What follows belongs to an exercise in optimizing a design on an open flow for small area; a production flow would make more cautious choices. Only simulation tests tie the RTL to the original design; equivalence was not proved. Power is estimated from default activity; no workload was simulated.

`flow/run.sh`:
```
#!/bin/bash
# synth_recipe.tcl (not shown) runs the flow's synth.tcl, then flattens the netlist and writes it again
# the make line also repeats each setting of config.mk as NAME=value (left out here)
make -C /OpenROAD-flow-scripts/flow DESIGN_CONFIG=/design/flow/config.mk WORK_HOME=/design/flow/orfs CLKGATE_MAP_FILE= SYNTH_SCRIPT=/design/flow/synth_recipe.tcl finish
```
`flow/config.mk`:
```
export PLATFORM = sky130hd
export DESIGN_NAME = dlx_core
export DESIGN_NICKNAME = dlx_core
export VERILOG_FILES = /design/flow/design.v
export SDC_FILE = /design/flow/constraint.sdc
export NUM_CORES = 4
export LEC_CHECK = 0
export CAP_MARGIN = 20
export CORE_MARGIN = 2
export CORE_UTILIZATION = 25
export PLACE_DENSITY = 0.4
export SLEW_MARGIN = 20
```
`flow/constraint.sdc`:
```
create_clock -name core_clock -period 10.0 [get_ports {clk}]
set_input_delay 2.0000 -clock core_clock [delete_from_list [all_inputs] [get_ports {clk}]]
set_output_delay 2.0000 -clock core_clock [all_outputs]
set_load 0.01 [all_outputs]
```
`flow/design.v`:
```
`default_nettype none
package dlx_isa_pkg;
   localparam int data_width     = 32;
   localparam int pc_width       = 20;
   localparam int reg_addr_width = 5;
   localparam int imm_width      = 16;
   localparam int opcode_width   = 6;
   localparam int func_width     = 6;
   localparam int alu_op_width   = 3;
   localparam int opcode_lsb = 26;
   localparam int rs1_lsb    = 21;
   localparam int rs2_lsb    = 16;
   localparam int rd_lsb     = 11;
   typedef logic [data_width-1:0]     data_t;
   typedef logic [pc_width-1:0]       pc_t;
   typedef logic [reg_addr_width-1:0] reg_addr_t;
   localparam pc_t pc_reset = '0;
   typedef enum logic [opcode_width-1:0] {
      op_rtype = 6'h00,
      op_beqz  = 6'h04,
      op_bnez  = 6'h05,
      op_addi  = 6'h08,
      op_lw    = 6'h23,
      op_sw    = 6'h2b
   } opcode_e;
   typedef enum logic [func_width-1:0] {
      fn_add = 6'h20,
      fn_sub = 6'h22,
      fn_and = 6'h24,
      fn_or  = 6'h25,
      fn_xor = 6'h26,
      fn_slt = 6'h2a
   } func_e;
   typedef enum logic [alu_op_width-1:0] {
      alu_add,
      alu_sub,
      alu_and,
      alu_or,
      alu_xor,
      alu_slt
   } alu_op_e;
endpackage
`default_nettype wire
`default_nettype none
package dlx_pipe_pkg;
   typedef enum logic [1:0] {
      fwd_none,
      fwd_ex_mem,
      fwd_mem_wb
   } fwd_sel_e;
   typedef struct packed {
      logic      valid;
      logic [2:0] alu_op;
      logic      use_imm;
      logic [31:0] imm;
      logic [31:0] a;
      logic [31:0] b;
      logic [4:0] rs1;
      logic [4:0] rs2;
      logic [4:0] rd;
      logic      reg_wr_en;
      logic      mem_rd_en;
      logic      mem_wr_en;
      logic      is_branch;
      logic      branch_on_zero;
      logic [19:0] next_pc;
   } id_ex_t;
   typedef struct packed {
      logic [31:0] alu_data;
      logic [31:0] store_data;
      logic [4:0] rd;
      logic      reg_wr_en;
      logic      mem_rd_en;
      logic      mem_wr_en;
   } ex_mem_t;
   typedef struct packed {
      logic [31:0] alu_data;
      logic [4:0] rd;
      logic      reg_wr_en;
      logic      mem_to_reg;
   } mem_wb_t;
   typedef struct packed {
      logic [4:0] rd;
      logic      wr_en;
      logic [31:0] data;
   } wb_t;
   typedef struct packed {
      logic take;
      logic [19:0]target;
   } redirect_t;
endpackage
`default_nettype wire
`timescale 1ns/1ns
`default_nettype none
module reg_file (
   input  logic       clk,
   input  logic [4:0] rd_addr_a,
   input  logic [4:0] rd_addr_b,
   input  logic [4:0] wr_addr,
   input  logic       wr_en,
   input  logic       wr_all,
   input  logic [3:0] wr_data,
   output logic [3:0] rd_data_a,
   output logic [3:0] rd_data_b
);
   logic [3:0] tap [32];
   assign tap[0] = 4'b0;
   for (genvar i = 1; i < 32; i++) begin : g_reg
      logic [31:0] q;
      logic        hit;
      assign hit    = wr_all || (wr_en && wr_addr == 5'(i));
      assign tap[i] = q[3:0];
      always_ff @(posedge clk) begin
         q <= {hit ? wr_data : q[3:0], q[31:4]};
      end
   end
   assign rd_data_a = tap[rd_addr_a];
   assign rd_data_b = tap[rd_addr_b];
endmodule
`default_nettype wire
`timescale 1ns/1ns
`default_nettype none
module dlx_core (
   input  logic        clk,
   input  logic        arst_n,
   output logic        instr_rd_en,
   output logic [19:0] instr_addr,
   input  logic [31:0] instruction,
   output logic        data_rd_en,
   output logic        data_wr_en,
   output logic [31:0] data_addr,
   input  logic [31:0] data_read,
   output logic [31:0] data_write
);
   localparam logic [1:0] st_init = 2'd0;   
   localparam logic [1:0] st_ex1  = 2'd1;   
   localparam logic [1:0] st_ex2  = 2'd2;   
   localparam logic [1:0] st_bub  = 2'd3;   
   logic [2:0]  ph;
   logic [1:0]  st;
   logic        rd_en_q;
   logic [19:0] pc;
   logic        carry_q;
   logic        zacc_q;
   logic        lt_q;
   logic [27:0] asr;
   logic [27:0] wsr;
   logic ex1, ex2, ph0, ph6, ph7;
   assign ex1 = (st == st_ex1);
   assign ex2 = (st == st_ex2);
   assign ph0 = (ph == 3'd0);
   assign ph6 = (ph == 3'd6);
   assign ph7 = (ph == 3'd7);
   logic [5:0] opc, fn;
   logic is_r, is_addi, is_lw, is_sw, is_beqz, is_bnez;
   logic f_add, f_sub, f_and, f_or, f_xor, f_slt;
   assign opc     = instruction[31:26];
   assign fn      = instruction[5:0];
   assign is_r    = (opc == 6'h00);
   assign is_addi = (opc == 6'h08);
   assign is_lw   = (opc == 6'h23);
   assign is_sw   = (opc == 6'h2b);
   assign is_beqz = (opc == 6'h04);
   assign is_bnez = (opc == 6'h05);
   assign f_add   = is_r && (fn == 6'h20);
   assign f_sub   = is_r && (fn == 6'h22);
   assign f_and   = is_r && (fn == 6'h24);
   assign f_or    = is_r && (fn == 6'h25);
   assign f_xor   = is_r && (fn == 6'h26);
   assign f_slt   = is_r && (fn == 6'h2a);
   logic two_frames;
   assign two_frames = is_lw || f_slt;
   logic [3:0] a, b, wd;
   logic [4:0] wa;
   logic       we;
   assign wa = is_r ? instruction[15:11] : instruction[20:16];
   reg_file reg_file_i (
      .clk       (clk),
      .rd_addr_a (instruction[25:21]),
      .rd_addr_b (instruction[20:16]),
      .wr_addr   (wa),
      .wr_en     (we),
      .wr_all    (st == st_init),
      .wr_data   (wd),
      .rd_data_a (a),
      .rd_data_b (b)
   );
   logic [3:0] imm_nib, bsel, bop, res;
   logic [4:0] sum;
   logic       sub_mode, cin, lt;
   always_comb begin
      case (ph)
         3'd0:    imm_nib = instruction[3:0];
         3'd1:    imm_nib = instruction[7:4];
         3'd2:    imm_nib = instruction[11:8];
         3'd3:    imm_nib = instruction[15:12];
         default: imm_nib = {4{instruction[15]}};
      endcase
   end
   assign sub_mode = f_sub || f_slt;
   assign bsel     = is_r ? b : imm_nib;
   assign bop      = bsel ^ {4{sub_mode}};
   assign cin      = ph0 ? sub_mode : carry_q;
   assign sum      = {1'b0, a} + {1'b0, bop} + {4'b0, cin};
   assign lt       = (a[3] ^ b[3]) ? a[3] : sum[3];
   always_comb begin
      if (f_and)      res = a & b;
      else if (f_or)  res = a | b;
      else if (f_xor) res = a ^ b;
      else            res = sum[3:0];
   end
   always_comb begin
      we = 1'b0;
      wd = 4'b0;
      if (ex1) begin
         we = is_addi || f_add || f_sub || f_and || f_or || f_xor;
         wd = res;
      end else if (ex2) begin
         we = 1'b1;
         if (is_lw) wd = ph0 ? data_read[3:0] : wsr[3:0];
         else       wd = {3'b0, ph0 && lt_q};
      end
   end
   assign data_addr  = {sum[3:0], asr};
   assign data_write = {b, wsr};
   assign data_rd_en = ex1 && ph7 && is_lw;
   assign data_wr_en = ex1 && ph7 && is_sw;
   logic zero, taken, pc_inc;
   logic [19:0] pc_add;
   assign zero   = !(zacc_q || (a != 4'b0));
   assign taken  = ex1 && ph7 && ((is_beqz && zero) || (is_bnez && !zero));
   assign pc_inc = ph6 && ((ex1 && !two_frames) || ex2);
   assign pc_add = ph[0] ? {{4{instruction[15]}}, instruction[15:0]} : 20'd4;
   assign instr_addr  = pc;
   assign instr_rd_en = rd_en_q;
   always_ff @(posedge clk) begin
      carry_q <= sum[4];
      zacc_q  <= (!ph0 && zacc_q) || (a != 4'b0);
      if (ph7) lt_q <= lt;
      asr <= {sum[3:0], asr[27:4]};
      if (ex2 && ph0) wsr <= data_read[31:4];
      else            wsr <= {b, wsr[27:4]};
   end
   always_ff @(posedge clk or negedge arst_n) begin
      if (!arst_n) begin
         ph      <= 3'd0;
         st      <= st_init;
         rd_en_q <= 1'b0;
         pc      <= 20'd0;
      end else begin
         ph      <= ph + 3'd1;
         rd_en_q <= 1'b1;
         if (pc_inc || taken) pc <= pc + pc_add;
         if (ph7) begin
            case (st)
               st_ex1:  st <= two_frames ? st_ex2 : (taken ? st_bub : st_ex1);
               default: st <= st_ex1;
            endcase
         end
      end
   end
endmodule
`default_nettype wire
```
==> results.sh, run 1 <==
export IMPL_slew_violations=0
export IMPL_finalSetupViolations=0
export IMPL_timing_setup_tns_ns=0
export IMPL_gp_congestion=0.853
export IMPL_routed_wl_mm=79.6
export IMPL_cellLeakagePower_nw=14.2
export IMPL_route_detailed_drc=0
export IMPL_start_util_pct=25.1
export IMPL_finalCritPeriodShare_pct=86.4
export IMPL_cp_start_kind="input pin"
export IMPL_netSwitchingPower_mw=1.95
export IMPL_wl_per_cell_um=20.8
export IMPL_netSwitchingFraction_pct=21.7
export IMPL_synth_yosys_warnings=3
export IMPL_worst_hold_startpoint="reg_file_i.g_reg[21].q[20]$_DFF_P_"
export IMPL_r2r_start="reg_file_i.g_reg[16].q[1]$_DFF_P_"
export IMPL_finalHoldViolCount=0
export IMPL_layout_nets=2331
export IMPL_p_int_mw=7.05
export IMPL_die_y_um=342
export IMPL_p_per_area_nw_per_um2=253
export IMPL_maxSlewHeadroom_pct=30.2
export IMPL_crit_fanout=18
export IMPL_grt_pass1_vias=15588
export IMPL_worst_slew_pin_slew_ns=1.04
export IMPL_synth_async_reset_ratio_pct=2.41
export IMPL_die_w_um=342
export IMPL_critical_path_class="input pin to primary output"
export IMPL_grt_start_max_net_pins=49
export IMPL_cts_num_sinks=1077
export IMPL_num_rows=124
export IMPL_die_area_um2=117000
export IMPL_grt_pass1_wl_mm=113
export IMPL_postRouteAntennaNets=0
export IMPL_synth_ff_type="dfxtp_1"
export IMPL_ir_drop_mv=0.146
export IMPL_area_delta_synth_final_pct=24.3
export IMPL_viasPerCell=4.10
export IMPL_layout_min_cycle_time_ns=8.64
export IMPL_first_pass_iters=5
export IMPL_dp_hpwl_mm=56.5
export IMPL_seq_power_share_pct=50.4
export IMPL_syn_num_nets=2122
export IMPL_syn_inst=2017
export IMPL_drive_above_1_share_pct=16.6
export IMPL_worstPathRequired_ns=8.00
export IMPL_drv_cap=0
export IMPL_worst_ep_arrival_time_ns=6.64
export IMPL_syn_cell_area_um2=28600
export IMPL_antenna_found_initial=6
export IMPL_clk_pin_slew_ns=0.06
export IMPL_cp_startpoint="instruction[21]"
export IMPL_cts_resized=0
export IMPL_cts_buffers=105
export IMPL_drt_initial_drc_count=950
export IMPL_cts_max_path_buffers=3
export IMPL_placed_cells=3631
export IMPL_power_frac_comb_pct=5.0
export IMPL_synth_avg_cell_area_um2=14.2
export IMPL_rsz0062_at_grt="false"
export IMPL_hp_class="register to register"
export IMPL_grt_total_usage_pct=13.5
export IMPL_end_kind="primary output"
export IMPL_grt_overflow=0
export IMPL_yosysUniqueCellTypes=76
export IMPL_coreArea_um2=114000
export IMPL_p_clk_share_pct=44.6
export IMPL_final_cell_count_no_fill=3826
export IMPL_fmax_mhz=116
export IMPL_ys_ff_latch=1077
export IMPL_synth_seq_area_share_pct=75.9
export IMPL_synth_edf_count=1
export IMPL_cts_htree_levels=3
export IMPL_status="timing/DRC/antenna clean"
export IMPL_finalClockSkew_ns=0.0349
export IMPL_cts_hold_buffers=0
export IMPL_vias=15698
export IMPL_clk_insertion_delay_late_ns=0.69
export IMPL_root_buffer="clkbuf_16"
export IMPL_antennaDiodeCount=0
export IMPL_cts_setup_buffers=0
export IMPL_cts_tree="built"
export IMPL_io_buffers=152
export IMPL_io_pins=153
==> cells in the final DEF (no fill, tap or decap), types with 24 or more instances in the layout <==
cell,count
dfxtp_1,1050
mux2_2,161
clkdlybuf4s50_1,149
clkbuf_16,108
a21oi_1,76
nand3_1,54
nor2_1,52
nand2_1,46
o21ai_0,39
mux2i_1,37
ha_1,36
inv_1,31
clkbuf_8,31
dfrtp_1,26
and2_1,25
buf_4,24
==> layout make-up <==
cell class                      count  area, µm²
Clock buffer                      161       3210
Clock inverter                     34        417
Fill cell                       11328      78300
Inverter                           31        116
Multi-Input combinational cell    835       6510
Sequential cell                  1077      21700
Tap cell                         1512       1890
Timing Repair Buffer              176       1690
==> power by group through the flow <==
stage | registers [mW] | logic [mW] | clock network, mW
floorplan | 4.60 | 0.205 | 0
global placement | 4.62 | 0.457 | 0
detailed placement | 4.63 | 0.457 | 0
CTS | 4.53 | 0.460 | 4.15
global route | 4.54 | 0.488 | 4.33
finish | 4.53 | 0.451 | 4.01
==> routing by layer <==
layer / vias up / global-route usage [%] / part of all wire (%)
met3: 130 / 2.65 / 4.7
met2: 415 / 21.0 / 45
met5: - / 0 / 0.016
li1: 7370 / - / -
met1: 7781 / 18.7 / 48
met4: 2 / 4.20 / 2.6
==> synth_stat cells (15+ instances only) <==
| cell type | count | area share, % |
|---|---|---|
| dfxtp_1 | 1050 | 74 |
| mux2_2 | 161 | 6.3 |
| a21oi_1 | 76 | 1.3 |
| nand3_1 | 54 | 0.95 |
| nor2_1 | 53 | 0.70 |
| clkbuf_1 | 47 | 0.62 |
| nand2_1 | 46 | 0.60 |
| o21ai_0 | 40 | 0.70 |
| mux2i_1 | 37 | 1.3 |
| ha_1 | 36 | 1.6 |
| inv_1 | 31 | 0.41 |
| dfrtp_1 | 26 | 2.3 |
| and2_1 | 25 | 0.55 |
| a22oi_1 | 22 | 0.58 |
| mux2_1 | 18 | 0.71 |
| nand3b_1 | 18 | 0.47 |
| nor2b_1 | 18 | 0.39 |
| and3_1 | 16 | 0.35 |
| a21o_1 | 15 | 0.39 |
==> through the flow <==
stage               setup slack, ns  instance area, µm²  hold WS, ns  power, mW  utilization, %
CTS                            1.33               35500        0.285       9.14            31.2
detailed placement             1.34               31900        0.312       5.08            28.0
global placement               1.36               31900        0.310       5.08            28.0
floorplan                      2.77               28600        0.310       4.81               -
global route                  0.999               35500        0.294       9.36            31.2
finish                         1.36               35500        0.296       8.99            31.2
==> critical path, stage by stage <==
cell,delay (ns)
clkdlybuf4s50_1,0.97
nor2b_1,0.42
and2_1,0.27
a32o_1,0.21
nor4_1,0.63
and2_1,0.38
fa_1,0.22
inv_1,0.07
fa_1,0.46
xor2_1,0.37
clkdlybuf4s50_1,0.63
==> cell families (layout without fill, tap and decap cells) <==
logic type	count (synthesis)	count (layout)	synth area share, %
compound gates	250	250	5.76
xor+xnor	22	22	0.674
fa+ha+maj	39	39	1.79
buf+inv	105	402	1.51
flops	1077	1077	75.9
mux	217	217	8.43
other cells	1	1	0.0131
simple gates	306	306	5.91
==> sequential cells by signal (all words and copies together), names as in the netlist <==
register	cells
asr	28
carry_q	1
lt_q	1
pc	20
ph	3
rd_en_q	1
reg_file_i.g.q	992
st	2
wsr	28
zacc_q	1
==> path summary, 6_finish.rpt <==
path	endpoint	depth (start not counted)	slack [ns]
max	data_addr[30]	11	1.36
min	reg_file_i.g_reg[21].q[16]$_DFF_P_	0	0.30
max reg2reg	reg_file_i.g_reg[31].q[30]$_DFF_P_	13	4.90
min reg2reg	reg_file_i.g_reg[21].q[16]$_DFF_P_	0	0.30
max in group asynchronous	pc[8]$_DFFE_PN0P_	2	7.99
min in group asynchronous	pc[19]$_DFFE_PN0P_	2	1.71
==> run 2, diff against run 1 <==
--- a/flow/config.mk
+++ b/flow/config.mk
@@ -7,6 +7,7 @@
 export LEC_CHECK = 0
 export CAP_MARGIN = 20
 export CORE_MARGIN = 2
-export CORE_UTILIZATION = 25
-export PLACE_DENSITY = 0.4
+export CORE_UTILIZATION = 40
+export CTS_BUF_LIST = sky130_fd_sc_hd__clkbuf_4
+export PLACE_DENSITY = 0.6
 export SLEW_MARGIN = 20
==> results.sh, run 2 <==
export IMPL_status="timing/DRC/antenna clean"
export IMPL_syn_inst=2017
export IMPL_io_pins=153
export IMPL_fmax_mhz=113
export IMPL_cts_hold_buffers=0
export IMPL_largestRegisters="reg_file_i.g.q x992, asr x28, wsr x28"
export IMPL_cp_start_kind="input pin"
export IMPL_cts_resized=0
export IMPL_grt_pass1_vias=17030
export IMPL_die_y_um=271
export IMPL_ir_drop_mv=0.127
export IMPL_area_delta_synth_final_pct=20.2
export IMPL_regArea_um2=21700
export IMPL_synth_avg_cell_area_um2=14.2
export IMPL_fillerInstances=6234
export IMPL_yosysTopAreaCell="dfxtp_1"
export IMPL_p_total_mw=8.35
export IMPL_die_w_um=271
export IMPL_antenna_found_initial=3
export IMPL_grt_overflow=0
export IMPL_drt_initial_drc_count=1001
export IMPL_io_buffers=152
export IMPL_vias=16554
export IMPL_grt_total_usage_pct=20.0
export IMPL_first_pass_iters=5
export IMPL_synth_edf_count=1
export IMPL_gp_congestion=0.925
export IMPL_p_per_area_nw_per_um2=243
export IMPL_finalClockSkew_ns=0.127
export IMPL_coreArea_um2=71100
export IMPL_worst_ep_arrival_time_ns=6.89
export IMPL_final_cell_mix="1,050 x dfxtp_1, 386 x clkbuf_4, 161 x mux2_2"
export IMPL_wl_per_cell_um=20.8
export IMPL_multi_input_area_um2=6490
export IMPL_syn_cell_area_um2=28600
export IMPL_timing_setup_tns_ns=0
export IMPL_synth_async_reset_ratio_pct=2.41
export IMPL_clk_insertion_delay_late_ns=1.09
export IMPL_fin_util_pct=48.3
export IMPL_finalHoldViolCount=0
export IMPL_synth_yosys_warnings=3
export IMPL_synthTopCellsByArea="dfxtp_1 74%, mux2_2 6.3%, dfrtp_1 2.3%, ha_1 1.6%, a21oi_1 1.3%"
export IMPL_end_kind="primary output"
export IMPL_ys_ff_latch=1077
export IMPL_clk_pin_slew_ns=0.07
export IMPL_rsz0062_at_grt="false"
export IMPL_layout_commonest_cell="dfxtp_1"
export IMPL_start_util_pct=40.2
export IMPL_drv_cap=0
export IMPL_num_rows=98
export IMPL_critical_path_class="input pin to primary output"
export IMPL_cts_htree_levels=5
export IMPL_postRouteAntennaNets=0
export IMPL_cts_num_sinks=1077
export IMPL_maxSlewHeadroom_pct=25.4
export IMPL_dp_hpwl_mm=50.9
export IMPL_crit_fanout=12
export IMPL_root_buffer="clkbuf_4"
export IMPL_cellLeakagePower_nw=14.4
export IMPL_largest_reg_flops=992
export IMPL_drive_above_1_share_pct=23.7
export IMPL_syn_num_nets=2122
export IMPL_grt_pass1_wl_mm=107
export IMPL_synth_seq_area_share_pct=75.9
export IMPL_finalCritPeriodShare_pct=88.9
export IMPL_cts_setup_buffers=0
export IMPL_slew_violations=0
export IMPL_route_detailed_drc=0
export IMPL_hp_class="register to register"
export IMPL_grt_start_max_net_pins=49
export IMPL_cts_max_path_buffers=4
export IMPL_die_area_um2=73600
export IMPL_yosysUniqueCellTypes=76
export IMPL_synth_ff_type="dfxtp_1"
export IMPL_finalSetupViolations=0
export IMPL_cts_buffers=275
export IMPL_regMostFlops="reg_file_i.g.q"
export IMPL_worstPathRequired_ns=8.00
export IMPL_layout_nets=2500
export IMPL_yosys_area_top_type_share_pct=73.5
export IMPL_routed_wl_mm=73.0
export IMPL_synth_commonest_cells="1,050 x dfxtp_1, 161 x mux2_2, 76 x a21oi_1"
export IMPL_cts_tree="built"
export IMPL_viasPerCell=4.72
export IMPL_synth_most_common_cell="dfxtp_1"
export IMPL_worst_slew_pin_slew_ns=1.11
export IMPL_layout_min_cycle_time_ns=8.89
run 2: cell counts after synthesis:
No cell type changed its count.
run 2: final cells by class:
type                       instances  share of cell area [%]
sequential                      1077                    63.1
multi-input combinational        835                    18.9
clock buffer                     386                    8.43
timing repair buffer             175                    4.92
tap                              950                    3.46
clock inverter                    48                   0.790
inverter                          31                   0.339
antenna                            3                  0.0218
run 2: path summary, 6_finish.rpt:
kind                                                     from                                 end  slack (ns)  depth (start not counted)
hold reg to reg            reg_file_i.g_reg[23].q[24]$_DFF_P_  reg_file_i.g_reg[23].q[20]$_DFF_P_        0.24                          0
hold / removal             reg_file_i.g_reg[23].q[24]$_DFF_P_  reg_file_i.g_reg[23].q[20]$_DFF_P_        0.24                          0
setup reg to reg            reg_file_i.g_reg[11].q[3]$_DFF_P_   reg_file_i.g_reg[6].q[31]$_DFF_P_        5.17                         14
setup / recovery                              instruction[16]                       data_addr[31]        1.11                         16
max in group asynchronous                              arst_n                   st[0]$_DFFE_PN0N_        8.36                          2
min in group asynchronous                              arst_n                  pc[11]$_DFFE_PN0P_        1.32                          2
run 2: metal layers:
metal  global-route usage, %  routed length (µm)  vias up  share of wire, %
li1                        -                   -     7848                 -
met1                    25.9               33600     8061                46
met2                    31.4               33500      537                46
met3                    5.93                4190      106               5.7
met4                    7.84                1690        2               2.3
met5                       0                  13        -             0.018
run 2: cells by family after synthesis:
family                     Yosys count  share of synthesized area, %
other                                1                        0.0131
buffers and inverters              105                          1.51
AOI/OAI and AO/OA                  250                          5.76
adders and majority gates           39                          1.79
and+or+nand+nor                    306                          5.91
DFF                               1077                          75.9
muxes                              217                          8.43
xor gates and xnor gates            22                         0.674
run 2: per-stage QoR:
stage / hold WS [ns] / cell area, µm² / setup WS (ns) / cells
2_1_floorplan: 0.310 / 28600 / 2.77 / 2017
3_3_place_gp: 0.310 / 31200 / 1.25 / 3068
3_5_place_dp: 0.312 / 31200 / 1.19 / 3068
4_1_cts: 0.225 / 34400 / 1.19 / 3502
5_1_grt: 0.233 / 34400 / 0.865 / 3504
6_report: 0.236 / 34400 / 1.11 / 3505
run 2: report_power, final:
part | leakage, nW | total, mW | switching [mW] | internal, mW
clock network | 1.92 | 3.39 | 1.55 | 1.84
registers | 8.86 | 4.53 | 0.0783 | 4.45
logic | 3.58 | 0.437 | 0.240 | 0.197
total | 14.4 | 8.35 | 1.87 | 6.49
run 2: worst max-delay path, stage by stage:
cell and delay (ns):
clkdlybuf4s50_1 0.67, nor2b_1 0.20, buf_4 0.20, nor2b_1 0.77
a222oi_1 0.22, o21ai_0 0.23, nor2_1 0.07, o211ai_1 0.44
mux2i_1 0.16, xor2_1 0.19, fa_1 0.42, inv_1 0.12
a21o_1 0.12, a21oi_1 0.07, xnor2_1 0.36, clkdlybuf4s50_1 0.62
==> run 3, diff against run 2 <==
--- a/flow/config.mk
+++ b/flow/config.mk
@@ -8,6 +8,8 @@
 export CAP_MARGIN = 20
 export CORE_MARGIN = 2
 export CORE_UTILIZATION = 40
-export CTS_BUF_LIST = sky130_fd_sc_hd__clkbuf_4
+export CTS_BUF_LIST = sky130_fd_sc_hd__clkbuf_8
+export CTS_CLUSTER_DIAMETER = 50
+export CTS_CLUSTER_SIZE = 20
 export PLACE_DENSITY = 0.6
 export SLEW_MARGIN = 20
==> results.sh, run 3 <==
export IMPL_status="timing/DRC/antenna clean"
export IMPL_finalHoldViolCount=0
export IMPL_worst_ep_arrival_time_ns=6.84
export IMPL_finalClockSkew_ns=0.0370
export IMPL_fillerInstances=6269
export IMPL_cpPeakStageDelay_ns=0.79
export IMPL_crit_family="buffers and inverters"
export IMPL_cts_hold_buffers=0
export IMPL_io_pins=153
export IMPL_grt_total_usage_pct=19.1
export IMPL_path_buf_inv=4
export IMPL_layout_commonest_cell="dfxtp_1"
export IMPL_final_cell_count_no_fill=3198
export IMPL_synth_edf_count=1
export IMPL_grt_pass1_vias=14980
export IMPL_regMostFlops="reg_file_i.g.q"
export IMPL_regArea_um2=21700
export IMPL_ir_drop_mv=0.145
export IMPL_die_area_um2=73600
export IMPL_syn_num_nets=2122
export IMPL_cellLeakagePower_nw=13.2
export IMPL_dp_hpwl_mm=50.9
export IMPL_grt_overflow=0
export IMPL_cts_htree_levels=3
export IMPL_cts_setup_buffers=0
export IMPL_cts_resized=0
export IMPL_critical_path_class="input pin to primary output"
export IMPL_layout_min_cycle_time_ns=8.84
export IMPL_final_cell_mix="1,050 x dfxtp_1, 161 x mux2_2, 151 x clkdlybuf4s50_1"
export IMPL_worstPathRequired_ns=8.00
export IMPL_synth_ff_type="dfxtp_1"
export IMPL_multi_input_area_um2=6490
export IMPL_syn_inst=2017
export IMPL_synth_commonest_cells="1,050 x dfxtp_1, 161 x mux2_2, 76 x a21oi_1"
export IMPL_synth_most_common_cell="dfxtp_1"
export IMPL_synth_yosys_warnings=3
export IMPL_end_kind="primary output"
export IMPL_cp_start_kind="input pin"
export IMPL_clk_pin_slew_ns=0.11
export IMPL_io_buffers=152
export IMPL_clk_insertion_delay_late_ns=0.71
export IMPL_gp_congestion=0.925
export IMPL_postRouteAntennaNets=0
export IMPL_slew_violations=0
export IMPL_yosys_area_top_type_share_pct=73.5
export IMPL_worst_slew_pin_slew_ns=1.02
export IMPL_area_delta_synth_final_pct=14.7
export IMPL_yosysUniqueCellTypes=76
export IMPL_largestRegisters="reg_file_i.g.q x992, asr x28, wsr x28"
export IMPL_synthTopCellsByArea="dfxtp_1 74%, mux2_2 6.3%, dfrtp_1 2.3%, ha_1 1.6%, a21oi_1 1.3%"
export IMPL_hp_class="register to register"
export IMPL_root_buffer="clkbuf_8"
export IMPL_start_util_pct=40.2
export IMPL_synth_seq_area_share_pct=75.9
export IMPL_finalCritPeriodShare_pct=88.4
export IMPL_die_w_um=271
export IMPL_routed_wl_mm=70.8
export IMPL_cp_cell_sequence="clkdlybuf4s50_1, nor2b_1, buf_4, nor2b_1, a222oi_1, o21ai_0, nor2_1, o211ai_1, mux2i_1, xor2_1, fa_1, inv_1, a21o_1, a21oi_1, xnor2_1, clkdlybuf4s50_1"
export IMPL_syn_cell_area_um2=28600
export IMPL_route_detailed_drc=0
export IMPL_fmax_mhz=113
export IMPL_drive_above_1_share_pct=14.5
export IMPL_placed_cells=3068
export IMPL_yosysTopAreaCell="dfxtp_1"
export IMPL_synth_avg_cell_area_um2=14.2
export IMPL_num_rows=98
export IMPL_vias=15325
export IMPL_cts_num_sinks=1077
export IMPL_ys_ff_latch=1077
export IMPL_critPathSlowestCell="nor2b_1"
export IMPL_viasPerCell=4.79
export IMPL_cts_max_path_buffers=3
export IMPL_crit_fanout=12
export IMPL_die_y_um=271
export IMPL_drv_cap=0
export IMPL_cts_buffers=77
export IMPL_rsz0062_at_grt="false"
export IMPL_drt_initial_drc_count=1109
export IMPL_timing_setup_tns_ns=0
export IMPL_coreArea_um2=71100
export IMPL_antenna_found_initial=4
export IMPL_grt_pass1_wl_mm=102
export IMPL_wl_per_cell_um=22.1
export IMPL_p_per_area_nw_per_um2=220
export IMPL_largest_reg_flops=992
export IMPL_first_pass_iters=8
export IMPL_layout_nets=2302
export IMPL_grt_start_max_net_pins=49
export IMPL_finalSetupViolations=0
export IMPL_cts_tree="built"
export IMPL_maxSlewHeadroom_pct=31.2
export IMPL_synth_async_reset_ratio_pct=2.41
## run 3: cell counts after synthesis
Identical to the previous run, type by type.
## run 3: cells by family (layout without fill, tap and decap cells)
logic type | Yosys count | after routing | share of synthesized area [%]
mux | 217 | 217 | 8.43
fa+ha+maj | 39 | 39 | 1.79
compound gates | 250 | 250 | 5.76
xor+xnor | 22 | 22 | 0.674
flops | 1077 | 1077 | 75.9
simple gates | 306 | 306 | 5.91
buf+inv | 105 | 331 | 1.51
other cells | 1 | 6 | 0.0131
## run 3: path summary, 6_finish.rpt
kind                                                          from                                 end  slack [ns]  cells after the start
worst min register to register  reg_file_i.g_reg[27].q[31]$_DFF_P_  reg_file_i.g_reg[27].q[27]$_DFF_P_        0.31                      0
min in group asynchronous                                   arst_n                  pc[14]$_DFFE_PN0P_        1.67                      2
worst max register to register                     ph[0]$_DFF_PN0_   reg_file_i.g_reg[5].q[30]$_DFF_P_        5.23                     16
worst max-delay path                               instruction[16]                       data_addr[31]        1.16                     16
worst min-delay path            reg_file_i.g_reg[27].q[31]$_DFF_P_  reg_file_i.g_reg[27].q[27]$_DFF_P_        0.31                      0
max in group asynchronous                                   arst_n                   pc[2]$_DFFE_PN0P_        8.06                      2
## run 3: metal layers
metal  part of all wire, %  track usage [%]
met3                   4.9             3.60
met1                    47             26.3
met2                    45             30.6
met4                   2.8             5.96
met5                 0.025                0
## run 3: final cells by class
class / count / share of cell area (%)
diodes: 5 / 0.0382
clock buffers: 82 / 3.44
clock inverters: 43 / 1.37
inverters: 31 / 0.355
multi-input cells: 835 / 19.8
flip-flops and latches: 1077 / 66.2
well taps: 950 / 3.63
repair buffers: 175 / 5.15
## run 3: power breakdown
group          switching (mW)  internal [mW]
logic                   0.239          0.198
registers              0.0776           4.45
clock network            1.39          0.876
## run 3: stage by stage
stage	hold slack [ns]	instance area (µm²)	utilization, %	total power, mW	setup slack, ns
2_1_floorplan	0.310	28600	-	4.81	2.77
4_1_cts	0.307	32800	46.1	7.31	1.19
6_report	0.306	32800	46.1	7.22	1.16
3_3_place_gp	0.310	31200	43.8	5.05	1.25
3_5_place_dp	0.312	31200	43.9	5.06	1.19
5_1_grt	0.310	32800	46.1	7.51	0.865
## run 3: worst reg2reg max path, cell delays in order (launching register included)
cell and delay, ns:
dfrtp_1 0.61, ha_1 0.36, ha_1 0.24, a222oi_1 0.39, a21oi_1 0.13, mux2i_1 0.18, xor2_1 0.21, fa_1 0.20
inv_1 0.08, fa_1 0.46, xor2_1 0.27, mux2i_1 0.13, nor2_1 0.12, a21oi_1 0.07, o22ai_4 0.69, buf_4 0.36
mux2_2 0.20
==> run 4, diff against run 3 <==
--- a/flow/config.mk
+++ b/flow/config.mk
@@ -8,8 +8,8 @@
 export CAP_MARGIN = 20
 export CORE_MARGIN = 2
 export CORE_UTILIZATION = 40
-export CTS_BUF_LIST = sky130_fd_sc_hd__clkbuf_8
-export CTS_CLUSTER_DIAMETER = 50
-export CTS_CLUSTER_SIZE = 20
+export CTS_BUF_LIST = sky130_fd_sc_hd__clkbuf_8 sky130_fd_sc_hd__clkbuf_16
+export CTS_CLUSTER_DIAMETER = 60
+export CTS_CLUSTER_SIZE = 30
 export PLACE_DENSITY = 0.6
 export SLEW_MARGIN = 20
==> results.sh, run 4 <==
export IMPL_status="timing/DRC/antenna clean"
export IMPL_layout_nets=2278
export IMPL_cellLeakagePower_nw=13.3
export IMPL_die_area_um2=73600
export IMPL_largest_reg_flops=992
export IMPL_synth_edf_count=1
export IMPL_clk_insertion_delay_late_ns=0.63
export IMPL_synth_seq_area_share_pct=75.9
export IMPL_final_cell_mix="1,050 x dfxtp_1, 161 x mux2_2, 151 x clkdlybuf4s50_1"
export IMPL_regMostFlops="reg_file_i.g.q"
export IMPL_synth_commonest_cells="1,050 x dfxtp_1, 161 x mux2_2, 76 x a21oi_1"
export IMPL_clk_pin_slew_ns=0.10
export IMPL_critical_path_class="input pin to primary output"
export IMPL_cts_max_path_buffers=3
export IMPL_cts_htree_levels=2
export IMPL_min_to="reg_file_i.g_reg[8].q[22]$_DFF_P_"
export IMPL_syn_cell_area_um2=28600
export IMPL_start_util_pct=40.2
export IMPL_worst_hold_startpoint="reg_file_i.g_reg[8].q[26]$_DFF_P_"
export IMPL_viasPerCell=4.82
export IMPL_cts_num_sinks=1077
export IMPL_seq_power_share_pct=60.3
export IMPL_r2r_end="reg_file_i.g_reg[11].q[30]$_DFF_P_"
export IMPL_routed_wl_mm=70.6
export IMPL_reg2reg_depth=16
export IMPL_p_clk_share_pct=33.9
export IMPL_grt_overflow=0
export IMPL_syn_num_nets=2122
export IMPL_cts_tree="built"
export IMPL_netSwitchingPower_mw=1.75
export IMPL_layout_commonest_cell="dfxtp_1"
export IMPL_grt_pass1_wl_mm=102
export IMPL_r2r_start="ph[0]$_DFF_PN0_"
export IMPL_die_w_um=271
export IMPL_cts_resized=0
export IMPL_hp_class="register to register"
export IMPL_slew_violations=0
export IMPL_synth_avg_cell_area_um2=14.2
export IMPL_worstPathRequired_ns=8.00
export IMPL_num_rows=98
export IMPL_drt_initial_drc_count=1305
export IMPL_cp_start_kind="input pin"
export IMPL_area_delta_synth_final_pct=15.6
export IMPL_synth_async_reset_ratio_pct=2.41
export IMPL_whs_path_depth=0
export IMPL_p_int_mw=5.75
export IMPL_io_buffers=152
export IMPL_finalSetupViolations=0
export IMPL_fillerInstances=6239
export IMPL_finalClockSkew_ns=0.0263
export IMPL_worst_ep_arrival_time_ns=6.86
export IMPL_gp_congestion=0.925
export IMPL_worst_slew_pin_slew_ns=1.04
export IMPL_yosys_area_top_type_share_pct=73.5
export IMPL_grt_start_max_net_pins=49
export IMPL_timing_setup_tns_ns=0
export IMPL_cts_buffers=53
export IMPL_die_y_um=271
export IMPL_fmax_mhz=113
export IMPL_finalHoldViolCount=0
export IMPL_power_frac_comb_pct=5.8
export IMPL_io_pins=153
export IMPL_synth_most_common_cell="dfxtp_1"
export IMPL_p_total_mw=7.50
export IMPL_place_area_um2=31200
export IMPL_first_pass_iters=5
export IMPL_ys_ff_latch=1077
export IMPL_route_detailed_drc=0
export IMPL_multi_input_area_um2=6490
export IMPL_vias=15214
export IMPL_synthTopCellsByArea="dfxtp_1 74%, mux2_2 6.3%, dfrtp_1 2.3%, ha_1 1.6%, a21oi_1 1.3%"
export IMPL_synth_yosys_warnings=3
export IMPL_ff2ff_setup_slack_ns=5.22
export IMPL_wl_per_cell_um=22.4
export IMPL_coreArea_um2=71100
export IMPL_p_per_area_nw_per_um2=227
export IMPL_layout_min_cycle_time_ns=8.86
export IMPL_whs_ns=0.317
export IMPL_synth_ff_type="dfxtp_1"
export IMPL_yosysUniqueCellTypes=76
export IMPL_regArea_um2=21700
export IMPL_postRouteAntennaNets=0
export IMPL_antenna_found_initial=2
export IMPL_end_kind="primary output"
export IMPL_maxSlewHeadroom_pct=30.4
export IMPL_cts_setup_buffers=0
export IMPL_drive_above_1_share_pct=13.2
export IMPL_finalCritPeriodShare_pct=88.6
export IMPL_grt_pass1_vias=14821
export IMPL_crit_fanout=12
export IMPL_yosysTopAreaCell="dfxtp_1"
export IMPL_stdcell_area_um2=33000
export IMPL_grt_total_usage_pct=18.9
export IMPL_drv_cap=0
export IMPL_rsz0062_at_grt="false"
export IMPL_netSwitchingFraction_pct=23.3
export IMPL_ir_drop_mv=0.174
export IMPL_root_buffer="clkbuf_16"
export IMPL_syn_inst=2017
export IMPL_dp_hpwl_mm=50.9
export IMPL_largestRegisters="reg_file_i.g.q x992, asr x28, wsr x28"
export IMPL_cts_hold_buffers=0
-- run 4: cell count changes in the layout (fill, tap and decap cells not counted), moves of 4 or more --
| cell | before | now |
|---|---|---|
| clkbuf_16 | 0 | 53 |
| clkbuf_8 | 82 | 3 |
| clkinv_4 | 6 | 2 |
| clkinvlp_4 | 9 | 1 |
| inv_6 | 7 | 3 |
-- run 4: area by class of cell --
type / count / area share [%]
Timing Repair Buffer: 175 / 5.11
Sequential cell: 1077 / 65.7
Tap cell: 950 / 3.60
Inverter: 31 / 0.352
Clock inverter: 32 / 1.43
Clock buffer: 56 / 4.14
Antenna cell: 2 / 0.0152
Multi-Input combinational cell: 835 / 19.7
-- run 4: worst max-delay path by stage --
| stage | startpoint | endpoint | slack (ns) |
|---|---|---|---|
| 2_1_floorplan | instruction[20] | data_addr[30] | 2.77 |
| 3_3_place_gp | instruction[16] | data_addr[31] | 1.25 |
| 3_5_place_dp | instruction[16] | data_addr[31] | 1.19 |
| 4_1_cts | instruction[16] | data_addr[31] | 1.19 |
| 5_1_grt | instruction[16] | data_addr[31] | 0.89 |
| 6_report | instruction[16] | data_addr[31] | 1.14 |
-- run 4: critical path, cell delays in order --
cell             delay [ns]
clkdlybuf4s50_1        0.66
nor2b_1                0.20
buf_4                  0.20
nor2b_1                0.80
a222oi_1               0.21
o21ai_0                0.24
nor2_1                 0.07
o211ai_1               0.42
mux2i_1                0.16
xor2_1                 0.18
fa_1                   0.43
inv_1                  0.12
a21o_1                 0.12
a21oi_1                0.07
xnor2_1                0.34
clkdlybuf4s50_1        0.63
-- run 4: layer usage --
metal	GRT usage (%)	vias to the layer above	share of wire (%)
li1	-	7208	-
met1	26.2	7439	47
met2	30.4	451	45
met3	3.09	114	5.5
met4	5.78	2	2.9
met5	0	-	0.016
-- run 4: through the flow --
step                      setup WS [ns]  util (%)  std cells
after floorplan                    2.77         -       2017
after global placement             1.25      43.8       3068
after detailed placement           1.19      43.9       3068
after CTS                          1.19      46.4       3156
after global routing              0.894      46.4       3156
final                              1.14      46.4       3158
-- run 4: cell families after synthesis --
| family | after synthesis | synth area share, % |
|---|---|---|
| buf+inv | 105 | 1.51 |
| other cells | 1 | 0.0131 |
| simple gates | 306 | 5.91 |
| compound gates | 250 | 5.76 |
| fa+ha+maj | 39 | 1.79 |
| xor+xnor | 22 | 0.674 |
| mux | 217 | 8.43 |
| flops | 1077 | 75.9 |
-- run 4: power groups by stage --
stage | Combinational [mW] | Sequential [mW] | Clock, mW
CTS | 0.439 | 4.53 | 2.62
global route | 0.468 | 4.54 | 2.78
finish | 0.437 | 4.52 | 2.54
detailed placement | 0.436 | 4.62 | 0
floorplan | 0.205 | 4.60 | 0
global placement | 0.432 | 4.62 | 0
==> run 5, diff against run 4 <==
==> flow/flow/run.sh (new file) <==
#!/bin/bash
# The standard layout (the standard.sh: ORFS synthesis to finish),
# with the port buffers made of the smallest buffer cell.
set -euo pipefail
export BUFFER_PORTS_ARGS="-buffer_cell sky130_fd_sc_hd__buf_1"
bash standard.sh > standard_flow.log 2>&1
==> flow/standard.sh (new file) <==
#!/bin/bash
# synth_recipe.tcl (not shown) runs the flow's synth.tcl, then flattens the netlist and writes it again
# the make line also repeats each setting of config.mk as NAME=value (left out here)
make -C /OpenROAD-flow-scripts/flow DESIGN_CONFIG=/design/flow/config.mk WORK_HOME=/design/flow/orfs CLKGATE_MAP_FILE= SYNTH_SCRIPT=/design/flow/synth_recipe.tcl "${@:-finish}"
--- a/flow/config.mk
+++ b/flow/config.mk
@@ -8,8 +8,8 @@
 export CAP_MARGIN = 20
 export CORE_MARGIN = 2
 export CORE_UTILIZATION = 40
-export CTS_BUF_LIST = sky130_fd_sc_hd__clkbuf_8 sky130_fd_sc_hd__clkbuf_16
-export CTS_CLUSTER_DIAMETER = 60
-export CTS_CLUSTER_SIZE = 30
+export CTS_BUF_LIST = sky130_fd_sc_hd__clkbuf_8
+export CTS_CLUSTER_DIAMETER = 50
+export CTS_CLUSTER_SIZE = 20
 export PLACE_DENSITY = 0.6
 export SLEW_MARGIN = 20
removed: flow/run.sh
==> results.sh, run 5 <==
export IMPL_cp_cell_sequence="buf_1, nor2b_1, buf_4, nor2b_1, a222oi_1, o21ai_0, nor2_1, o211ai_1, mux2i_1, xor2_1, fa_1, inv_1, a21o_1, a21oi_1, xnor2_1, buf_1"
export IMPL_cts_hold_buffers=0
export IMPL_drv_cap=0
export IMPL_start_util_pct=40.2
export IMPL_grt_total_usage_pct=18.8
export IMPL_die_w_um=271
export IMPL_vias=15239
export IMPL_slew_violations=0
export IMPL_synth_ff_type="dfxtp_1"
export IMPL_drive_above_1_share_pct=15.0
export IMPL_crit_fanout=12
export IMPL_syn_num_nets=2122
export IMPL_cp_startpoint="instruction[17]"
export IMPL_die_y_um=271
export IMPL_status="timing/DRC/antenna clean"
export IMPL_cp_depth=16
export IMPL_synth_most_common_cell="dfxtp_1"
export IMPL_antenna_found_initial=3
export IMPL_yosysUniqueCellTypes=76
export IMPL_timing_setup_tns_ns=0
export IMPL_whs_ns=0.302
export IMPL_yosysTopAreaCell="dfxtp_1"
export IMPL_viasPerCell=4.75
export IMPL_coreArea_um2=71100
export IMPL_largest_reg_flops=992
export IMPL_worst_slew_pin_slew_ns=1.08
export IMPL_clk_insertion_delay_late_ns=0.71
export IMPL_yosys_area_top_type_share_pct=73.5
export IMPL_final_cell_mix="1,050 x dfxtp_1, 161 x mux2_2, 148 x buf_1"
export IMPL_syn_cell_area_um2=28600
export IMPL_fillerInstances=6446
export IMPL_whs_path_depth=0
export IMPL_gp_congestion=0.891
export IMPL_cts_max_path_buffers=3
export IMPL_io_buffers=152
export IMPL_layout_min_cycle_time_ns=8.06
export IMPL_layout_nets=2302
export IMPL_finalSetupViolations=0
export IMPL_worstPathRequired_ns=8.00
export IMPL_layout_commonest_cell="dfxtp_1"
export IMPL_end_kind="primary output"
export IMPL_num_rows=98
export IMPL_crit_family="simple AND/OR/NAND/NOR gates"
export IMPL_finalClockSkew_ns=0.0360
export IMPL_finalHoldViolCount=0
export IMPL_dp_slack_ns=2.09
export IMPL_cp_start_kind="input pin"
export IMPL_synth_seq_area_share_pct=75.9
export IMPL_synth_async_reset_ratio_pct=2.41
export IMPL_cts_num_sinks=1077
export IMPL_p_per_area_nw_per_um2=230
export IMPL_stdcell_area_um2=32000
export IMPL_syn_inst=2017
export IMPL_power_frac_comb_pct=5.0
export IMPL_place_area_um2=30200
export IMPL_maxSlewHeadroom_pct=27.6
export IMPL_die_area_um2=73600
export IMPL_drt_initial_drc_count=956
export IMPL_path_buf_inv=4
export IMPL_r2r_start="reg_file_i.g_reg[9].q[3]$_DFF_P_"
export IMPL_ir_drop_mv=0.148
export IMPL_worst_ep_arrival_time_ns=6.06
export IMPL_p_clk_share_pct=33.4
export IMPL_wl_per_cell_um=21.9
export IMPL_grt_pass1_vias=14775
export IMPL_cts_resized=0
export IMPL_cpPeakStageDelay_ns=0.87
export IMPL_seq_power_share_pct=61.6
export IMPL_worst_hold_startpoint="reg_file_i.g_reg[21].q[21]$_DFF_P_"
export IMPL_ys_ff_latch=1077
export IMPL_rsz0062_at_grt="false"
export IMPL_first_pass_iters=5
export IMPL_regMostFlops="reg_file_i.g.q"
export IMPL_grt_start_max_net_pins=49
export IMPL_synthTopCellsByArea="dfxtp_1 74%, mux2_2 6.3%, dfrtp_1 2.3%, ha_1 1.6%, a21oi_1 1.3%"
export IMPL_synth_commonest_cells="1,050 x dfxtp_1, 161 x mux2_2, 76 x a21oi_1"
export IMPL_critical_path_class="input pin to primary output"
export IMPL_cts_buffers=80
export IMPL_route_detailed_drc=0
export IMPL_grt_overflow=0
export IMPL_clk_pin_slew_ns=0.12
export IMPL_synth_edf_count=1
export IMPL_finalCritPeriodShare_pct=80.6
export IMPL_cellLeakagePower_nw=12.9
export IMPL_cts_setup_buffers=0
export IMPL_synth_avg_cell_area_um2=14.2
export IMPL_setup_ws_ns=1.94
export IMPL_cts_htree_levels=3
export IMPL_dp_hpwl_mm=50.3
export IMPL_area_delta_synth_final_pct=12.0
export IMPL_largestRegisters="reg_file_i.g.q x992, asr x28, wsr x28"
export IMPL_synth_yosys_warnings=3
export IMPL_io_pins=153
export IMPL_netSwitchingPower_mw=1.75
export IMPL_critPathSlowestCell="nor2b_1"
export IMPL_netSwitchingFraction_pct=23.9
export IMPL_grt_pass1_wl_mm=101
export IMPL_hp_class="register to register"
export IMPL_cts_tree="built"
export IMPL_postRouteAntennaNets=0
export IMPL_routed_wl_mm=70.3
export IMPL_fmax_mhz=124
export IMPL_root_buffer="clkbuf_8"
export IMPL_p_int_mw=5.60
export IMPL_reg2reg_depth=14
[run 5: cells by family after synthesis]
group	after synthesis	synth area share (%)
AO/OA/AOI/OAI	250	5.76
AND/OR/NAND/NOR	306	5.91
XOR/XNOR	22	0.674
multiplexers	217	8.43
adder cells (fa/ha/maj)	39	1.79
flip-flops	1077	75.9
buffers and inverters	105	1.51
other	1	0.0131
[run 5: per-stage QoR]
step | cells | power, mW | utilization (%)
final | 3206 | 7.35 | 45.0
after global routing | 3206 | 7.64 | 45.0
after detailed placement | 3065 | 4.99 | 42.5
after floorplan | 2017 | 4.81 | -
after global placement | 3065 | 4.99 | 42.5
after CTS | 3204 | 7.43 | 45.0
[run 5: layer usage]
metal	global-route usage, %	wire (µm)	up-vias
met1	26.2	33400	7441
met3	3.02	3210	95
met5	0	0	-
met4	6.09	1790	0
met2	29.9	31800	423
li1	-	-	7280
[run 5: path summary, 6_finish.rpt]
kind | slack, ns | to
worst min-delay path | 0.30 | reg_file_i.g_reg[21].q[17]$_DFF_P_
min in group asynchronous | 1.29 | pc[14]$_DFFE_PN0P_
max in group asynchronous | 8.42 | pc[8]$_DFFE_PN0P_
worst max-delay path | 1.94 | data_addr[31]
worst min register to register | 0.30 | reg_file_i.g_reg[21].q[17]$_DFF_P_
worst max register to register | 5.19 | reg_file_i.g_reg[7].q[31]$_DFF_P_
[run 5: final cells by class]
| class | instances | area, µm² | share of cell area [%] |
|---|---|---|---|
| Clock buffer | 81 | 1110 | 3.48 |
| Clock inverter | 58 | 683 | 2.13 |
| Tap cell | 950 | 1190 | 3.71 |
| Inverter | 31 | 116 | 0.363 |
| Timing Repair Buffer | 172 | 726 | 2.27 |
| Antenna cell | 2 | 5.00 | 0.0156 |
| Multi-Input combinational cell | 835 | 6480 | 20.2 |
| Sequential cell | 1077 | 21700 | 67.8 |
[run 5: power by group through the flow]
stage | Combinational [mW] | Clock [mW] | Sequential [mW]
after global placement | 0.366 | 0 | 4.62
after floorplan | 0.205 | 0 | 4.60
after CTS | 0.371 | 2.53 | 4.53
after global routing | 0.398 | 2.71 | 4.54
final | 0.367 | 2.46 | 4.53
after detailed placement | 0.369 | 0 | 4.63
==> run 6, diff against run 5 <==
--- a/flow/design.v
+++ b/flow/design.v
@@ -94,14 +94,12 @@
 `default_nettype none
 module reg_file (
    input  logic       clk,
-   input  logic [4:0] rd_addr_a,
-   input  logic [4:0] rd_addr_b,
+   input  logic [4:0] rd_addr,
    input  logic [4:0] wr_addr,
    input  logic       wr_en,
    input  logic       wr_all,
    input  logic [3:0] wr_data,
-   output logic [3:0] rd_data_a,
-   output logic [3:0] rd_data_b
+   output logic [3:0] rd_data
 );
    logic [3:0] tap [32];
    assign tap[0] = 4'b0;
@@ -114,8 +112,7 @@
          q <= {hit ? wr_data : q[3:0], q[31:4]};
       end
    end
-   assign rd_data_a = tap[rd_addr_a];
-   assign rd_data_b = tap[rd_addr_b];
+   assign rd_data = tap[rd_addr];
 endmodule
 `default_nettype wire
 `timescale 1ns/1ns
@@ -132,28 +129,29 @@
    input  logic [31:0] data_read,
    output logic [31:0] data_write
 );
-   localparam logic [1:0] st_init = 2'd0;   
-   localparam logic [1:0] st_ex1  = 2'd1;   
-   localparam logic [1:0] st_ex2  = 2'd2;   
-   localparam logic [1:0] st_bub  = 2'd3;   
+   localparam logic [1:0] st_f1  = 2'd0;
+   localparam logic [1:0] st_f2  = 2'd1;
+   localparam logic [1:0] st_hold = 2'd2;  
+   localparam logic [1:0] st_bub = 2'd3;   
    logic [2:0]  ph;
    logic [1:0]  st;
+   logic        clr_q;
    logic        rd_en_q;
    logic [19:0] pc;
    logic        carry_q;
    logic        zacc_q;
    logic        lt_q;
+   logic        pend_q;
+   logic [4:0]  srd_q;
    logic [27:0] asr;
-   logic [27:0] wsr;
-   logic ex1, ex2, ph0, ph6, ph7;
-   assign ex1 = (st == st_ex1);
-   assign ex2 = (st == st_ex2);
+   logic [31:0] bsr;
+   logic ph0, ph6, ph7;
    assign ph0 = (ph == 3'd0);
    assign ph6 = (ph == 3'd6);
    assign ph7 = (ph == 3'd7);
    logic [5:0] opc, fn;
    logic is_r, is_addi, is_lw, is_sw, is_beqz, is_bnez;
-   logic f_add, f_sub, f_and, f_or, f_xor, f_slt;
+   logic f_add, f_sub, f_and, f_or, f_xor, f_slt, known_r;
    assign opc     = instruction[31:26];
    assign fn      = instruction[5:0];
    assign is_r    = (opc == 6'h00);
@@ -168,22 +166,30 @@
    assign f_or    = is_r && (fn == 6'h25);
    assign f_xor   = is_r && (fn == 6'h26);
    assign f_slt   = is_r && (fn == 6'h2a);
-   logic two_frames;
-   assign two_frames = is_lw || f_slt;
-   logic [3:0] a, b, wd;
-   logic [4:0] wa;
-   logic       we;
-   assign wa = is_r ? instruction[15:11] : instruction[20:16];
+   assign known_r = f_add || f_sub || f_and || f_or || f_xor || f_slt;
+   logic needs_b, fb, fx, fw, last, hold;
+   assign needs_b = known_r || is_sw;
+   assign hold = pend_q && ph0 && (st == st_f1) && is_addi;
+   assign fb   = (st == st_f1) && needs_b;
+   assign fx   = ((st == st_f1) && !needs_b && !hold) || ((st == st_f2) && needs_b);
+   assign fw   = (st == st_f2) && !needs_b;
+   assign last = (fx && !is_lw) || fw;
+   logic [3:0] a, a_rf, b, wd;
+   logic [4:0] wa, ra;
+   logic       we, slt_wr;
+   assign slt_wr = pend_q && ph0;
+   assign wa = slt_wr ? srd_q : (is_r ? instruction[15:11] : instruction[20:16]);
+   assign ra = fb ? instruction[20:16] : instruction[25:21];
+   assign b  = bsr[3:0];
+   assign a  = {a_rf[3:1], a_rf[0] || (slt_wr && lt_q && ra == srd_q)};
    reg_file reg_file_i (
-      .clk       (clk),
-      .rd_addr_a (instruction[25:21]),
-      .rd_addr_b (instruction[20:16]),
-      .wr_addr   (wa),
-      .wr_en     (we),
-      .wr_all    (st == st_init),
-      .wr_data   (wd),
-      .rd_data_a (a),
-      .rd_data_b (b)
+      .clk     (clk),
+      .rd_addr (ra),
+      .wr_addr (wa),
+      .wr_en   (we),
+      .wr_all  (clr_q),
+      .wr_data (wd),
+      .rd_data (a_rf)
    );
    logic [3:0] imm_nib, bsel, bop, res;
    logic [4:0] sum;
@@ -212,50 +218,57 @@
    always_comb begin
       we = 1'b0;
       wd = 4'b0;
-      if (ex1) begin
-         we = is_addi || f_add || f_sub || f_and || f_or || f_xor;
-         wd = res;
-      end else if (ex2) begin
+      if (slt_wr) begin
          we = 1'b1;
-         if (is_lw) wd = ph0 ? data_read[3:0] : wsr[3:0];
-         else       wd = {3'b0, ph0 && lt_q};
+         wd = {3'b0, lt_q};
+      end else if (fx) begin
+         we = is_addi || known_r;
+         wd = f_slt ? 4'b0 : res;
+      end else if (fw) begin
+         we = 1'b1;
+         wd = ph0 ? data_read[3:0] : bsr[3:0];
       end
    end
    assign data_addr  = {sum[3:0], asr};
-   assign data_write = {b, wsr};
-   assign data_rd_en = ex1 && ph7 && is_lw;
-   assign data_wr_en = ex1 && ph7 && is_sw;
-   logic zero, taken, pc_inc;
+   assign data_write = {bsr[3:0], bsr[31:4]};
+   assign data_rd_en = fx && ph7 && is_lw && !clr_q;
+   assign data_wr_en = fx && ph7 && is_sw && !clr_q;
+   logic zero, taken, pc_inc, go;
    logic [19:0] pc_add;
+   assign go     = (st != st_bub) && (st != st_hold);
    assign zero   = !(zacc_q || (a != 4'b0));
-   assign taken  = ex1 && ph7 && ((is_beqz && zero) || (is_bnez && !zero));
-   assign pc_inc = ph6 && ((ex1 && !two_frames) || ex2);
+   assign taken  = go && fx && ph7 && ((is_beqz && zero) || (is_bnez && !zero));
+   assign pc_inc = go && ph6 && last;
    assign pc_add = ph[0] ? {{4{instruction[15]}}, instruction[15:0]} : 20'd4;
    assign instr_addr  = pc;
    assign instr_rd_en = rd_en_q;
    always_ff @(posedge clk) begin
       carry_q <= sum[4];
       zacc_q  <= (!ph0 && zacc_q) || (a != 4'b0);
-      if (ph7) lt_q <= lt;
+      lt_q    <= lt;
+      srd_q   <= instruction[15:11];
       asr <= {sum[3:0], asr[27:4]};
-      if (ex2 && ph0) wsr <= data_read[31:4];
-      else            wsr <= {b, wsr[27:4]};
+      if (fw && ph0) bsr <= {bsr[3:0], data_read[31:4]};
+      else           bsr <= {fb ? a : bsr[3:0], bsr[31:4]};
    end
    always_ff @(posedge clk or negedge arst_n) begin
       if (!arst_n) begin
          ph      <= 3'd0;
-         st      <= st_init;
+         st      <= st_bub;
+         clr_q   <= 1'b1;
+         pend_q  <= 1'b0;
          rd_en_q <= 1'b0;
          pc      <= 20'd0;
       end else begin
          ph      <= ph + 3'd1;
          rd_en_q <= 1'b1;
+         pend_q  <= ph7 && fx && f_slt && (instruction[15:11] != 5'd0);
          if (pc_inc || taken) pc <= pc + pc_add;
+         if (hold) st <= st_hold;
          if (ph7) begin
-            case (st)
-               st_ex1:  st <= two_frames ? st_ex2 : (taken ? st_bub : st_ex1);
-               default: st <= st_ex1;
-            endcase
+            clr_q <= 1'b0;
+            if (!go || last) st <= taken ? st_bub : st_f1;
+            else             st <= st_f2;
          end
       end
    end
==> results.sh, run 6 <==
export IMPL_status="timing/DRC/antenna clean"
export IMPL_synth_edf_count=0
export IMPL_end_kind="primary output"
export IMPL_finalCritPeriodShare_pct=89.0
export IMPL_vias=15230
export IMPL_dp_hpwl_mm=49.0
export IMPL_layout_nets=2322
export IMPL_io_buffers=152
export IMPL_timing_setup_tns_ns=0
export IMPL_drv_cap=0
export IMPL_hp_class="register to register"
export IMPL_grt_pass1_wl_mm=98.8
export IMPL_route_detailed_drc=0
export IMPL_synth_ff_type="dfxtp_1"
export IMPL_die_w_um=272
export IMPL_ys_ff_latch=1088
export IMPL_cellLeakagePower_nw=12.9
export IMPL_cts_max_path_buffers=3
export IMPL_worst_ep_arrival_time_ns=6.90
export IMPL_cts_resized=0
export IMPL_synth_most_common_cell="dfxtp_1"
export IMPL_viasPerCell=4.73
export IMPL_grt_total_usage_pct=18.2
export IMPL_worst_slew_pin_slew_ns=1.14
export IMPL_grt_overflow=0
export IMPL_drive_above_1_share_pct=15.6
export IMPL_ir_drop_mv=0.132
export IMPL_postRouteAntennaNets=0
export IMPL_coreArea_um2=71200
export IMPL_maxSlewHeadroom_pct=23.7
export IMPL_cts_tree="built"
export IMPL_rsz0062_at_grt="false"
export IMPL_largest_reg_flops=992
export IMPL_grt_pass1_vias=15357
export IMPL_grt_start_max_net_pins=35
export IMPL_finalHoldViolCount=0
export IMPL_syn_num_nets=2130
export IMPL_wl_per_cell_um=20.8
export IMPL_finalSetupViolations=0
export IMPL_syn_inst=2025
export IMPL_largestRegisters="reg_file_i.g.q x992, bsr x32, asr x28"
export IMPL_clk_insertion_delay_late_ns=0.75
export IMPL_yosysTopAreaCell="dfxtp_1"
export IMPL_final_cell_mix="1,060 x dfxtp_1, 171 x mux2_2, 152 x buf_1"
export IMPL_gp_congestion=0.897
export IMPL_worstPathRequired_ns=8.00
export IMPL_synthTopCellsByArea="dfxtp_1 74%, mux2_2 6.7%, dfrtp_1 2.2%, ha_1 1.6%, a21oi_1 1.2%"
export IMPL_cts_htree_levels=3
export IMPL_synth_async_reset_ratio_pct=2.57
export IMPL_finalClockSkew_ns=0.0432
export IMPL_cts_hold_buffers=0
export IMPL_clk_pin_slew_ns=0.11
export IMPL_synth_avg_cell_area_um2=14.2
export IMPL_cts_setup_buffers=0
export IMPL_layout_commonest_cell="dfxtp_1"
export IMPL_syn_cell_area_um2=28700
export IMPL_cts_num_sinks=1088
export IMPL_io_pins=153
export IMPL_regMostFlops="reg_file_i.g.q"
export IMPL_start_util_pct=40.3
export IMPL_fmax_mhz=112
export IMPL_layout_min_cycle_time_ns=8.90
export IMPL_yosys_area_top_type_share_pct=74.0
export IMPL_p_per_area_nw_per_um2=244
export IMPL_antenna_found_initial=3
export IMPL_critical_path_class="input pin to primary output"
export IMPL_die_area_um2=73900
export IMPL_cp_start_kind="input pin"
export IMPL_synth_commonest_cells="1,060 x dfxtp_1, 171 x mux2_2, 70 x nor2_1"
export IMPL_synth_yosys_warnings=3
export IMPL_yosysUniqueCellTypes=86
export IMPL_synth_seq_area_share_pct=76.4
export IMPL_crit_fanout=16
export IMPL_first_pass_iters=5
export IMPL_routed_wl_mm=67.0
export IMPL_root_buffer="clkbuf_8"
export IMPL_drt_initial_drc_count=1063
export IMPL_num_rows=98
export IMPL_area_delta_synth_final_pct=12.2
export IMPL_cts_buffers=80
export IMPL_die_y_um=272
export IMPL_fin_util_pct=45.2
export IMPL_slew_violations=0
==> run 6: final timing paths <==
path                                                   start                                end  slack [ns]  cells past startpoint
max                                          instruction[27]                      data_addr[30]        1.10                     15
min                        reg_file_i.g_reg[22].q[5]$_DFF_P_  reg_file_i.g_reg[22].q[1]$_DFF_P_        0.31                      0
max reg2reg                                st[0]$_DFFE_PN1P_  reg_file_i.g_reg[2].q[30]$_DFF_P_        3.74                     20
min reg2reg                reg_file_i.g_reg[22].q[5]$_DFF_P_  reg_file_i.g_reg[22].q[1]$_DFF_P_        0.31                      0
max in group asynchronous                             arst_n                  clr_q$_DFFE_PN1N_        8.40                      2
min in group asynchronous                             arst_n                  pc[2]$_DFFE_PN0P_        1.26                      2
==> run 6: logic make-up (layout without fill, tap and decap cells) <==
logic type	after synthesis	after routing	share of synthesized area, %
DFF	1088	1088	76.4
and+or+nand+nor	321	321	5.88
AOI/OAI and AO/OA	263	263	6.29
muxes	190	190	7.41
buffers and inverters	95	342	1.34
adders and majority gates	39	39	1.78
xor gates and xnor gates	28	28	0.855
other	1	2	0.0131
==> run 6: critical path, stage by stage <==
cell,delay (ns)
buf_1,0.17
nor4_2,0.43
and3_1,0.40
o211ai_2,0.40
nand2_1,0.58
o21ai_0,0.37
nand3_1,0.19
a21oi_1,0.07
a2111oi_0,0.36
and4_1,0.36
inv_1,0.16
fa_1,0.46
fa_1,0.47
xor2_1,0.28
buf_1,0.19
==> run 6: metal layers <==
metal  vias up  part of all wire (%)  global-route usage [%]
met5         -                     0                       0
met4         0                   3.2                    7.19
met3       106                   4.5                    3.14
met2       420                    46                    30.1
met1      7402                    46                    23.9
li1       7302                     -                       -
==> run 6: final cells by class <==
class | count | area, µm²
Fill cell | 6408 | 39100
Sequential cell | 1088 | 21900
Multi-Input combinational cell | 842 | 6390
Clock buffer | 87 | 1200
Tap cell | 950 | 1190
Timing Repair Buffer | 171 | 713
Clock inverter | 50 | 628
Inverter | 34 | 128
Antenna cell | 1 | 2.50
==> run 6: through the flow <==
step	instance area [µm²]	instances	hold slack [ns]	total power, mW	worst slack (ns)
floorplan	28700	2025	0.310	5.14	2.22
global route	32200	3223	0.306	8.21	0.689
detailed placement	30300	3085	0.312	5.47	1.16
finish	32200	3223	0.307	7.86	1.10
CTS	32200	3222	0.305	7.97	1.15
global placement	30300	3085	0.310	5.46	1.26
==> run 6: where the power goes <==
| part | total, mW | switching (mW) | internal, mW |
|---|---|---|---|
| sequential | 4.68 | 0.118 | 4.56 |
| combinational | 0.678 | 0.434 | 0.243 |
| clock | 2.50 | 1.44 | 1.06 |

what the ideal ports hide:
The results above use ideal ports. As a check the final layouts listed here were re-extracted and re-timed, cells and wires unchanged.
Step 1 assumes that a clkbuf_16 drives the clock port and a buf_2 every other input.
Step 2 times the ports against the registers' clock, not the clock port: input delays grow and output delays shrink by t, the midpoint of the rising clock arrivals with the driver on.
Slacks: no drivers / after step 1 / after step 2; pairs: no drivers / after step 1.
| run | shift t [ns] | slack for setup (ns) | hold WS [ns] | slew at the worst register clock pin (ns) |
|---|---|---|---|---|
| run 1 | 0.744 | 1.361 / 1.274 / 1.274 | 0.296 / 0.296 / 0.296 | 0.07 / 0.07 |
| run 2 | 1.079 | 1.115 / 1.056 / 1.056 | 0.236 / 0.236 / 0.236 | 0.08 / 0.08 |
| run 3 | 0.754 | 1.161 / 1.100 / 1.100 | 0.306 / 0.306 / 0.306 | 0.11 / 0.11 |
| run 4 | 0.682 | 1.135 / 1.073 / 1.073 | 0.317 / 0.317 / 0.317 | 0.10 / 0.10 |
| run 5 | 0.746 | 1.944 / 1.871 / 1.871 | 0.302 / 0.302 / 0.302 | 0.12 / 0.12 |
| run 6 | 0.784 | 1.097 / 1.073 / 1.073 | 0.307 / 0.307 / 0.307 | 0.11 / 0.11 |
After both steps setup and hold are still met in every run listed. The setup slack of run 1, which loses most, moves by -0.087 ns with the drivers and by -0.087 ns with both steps.
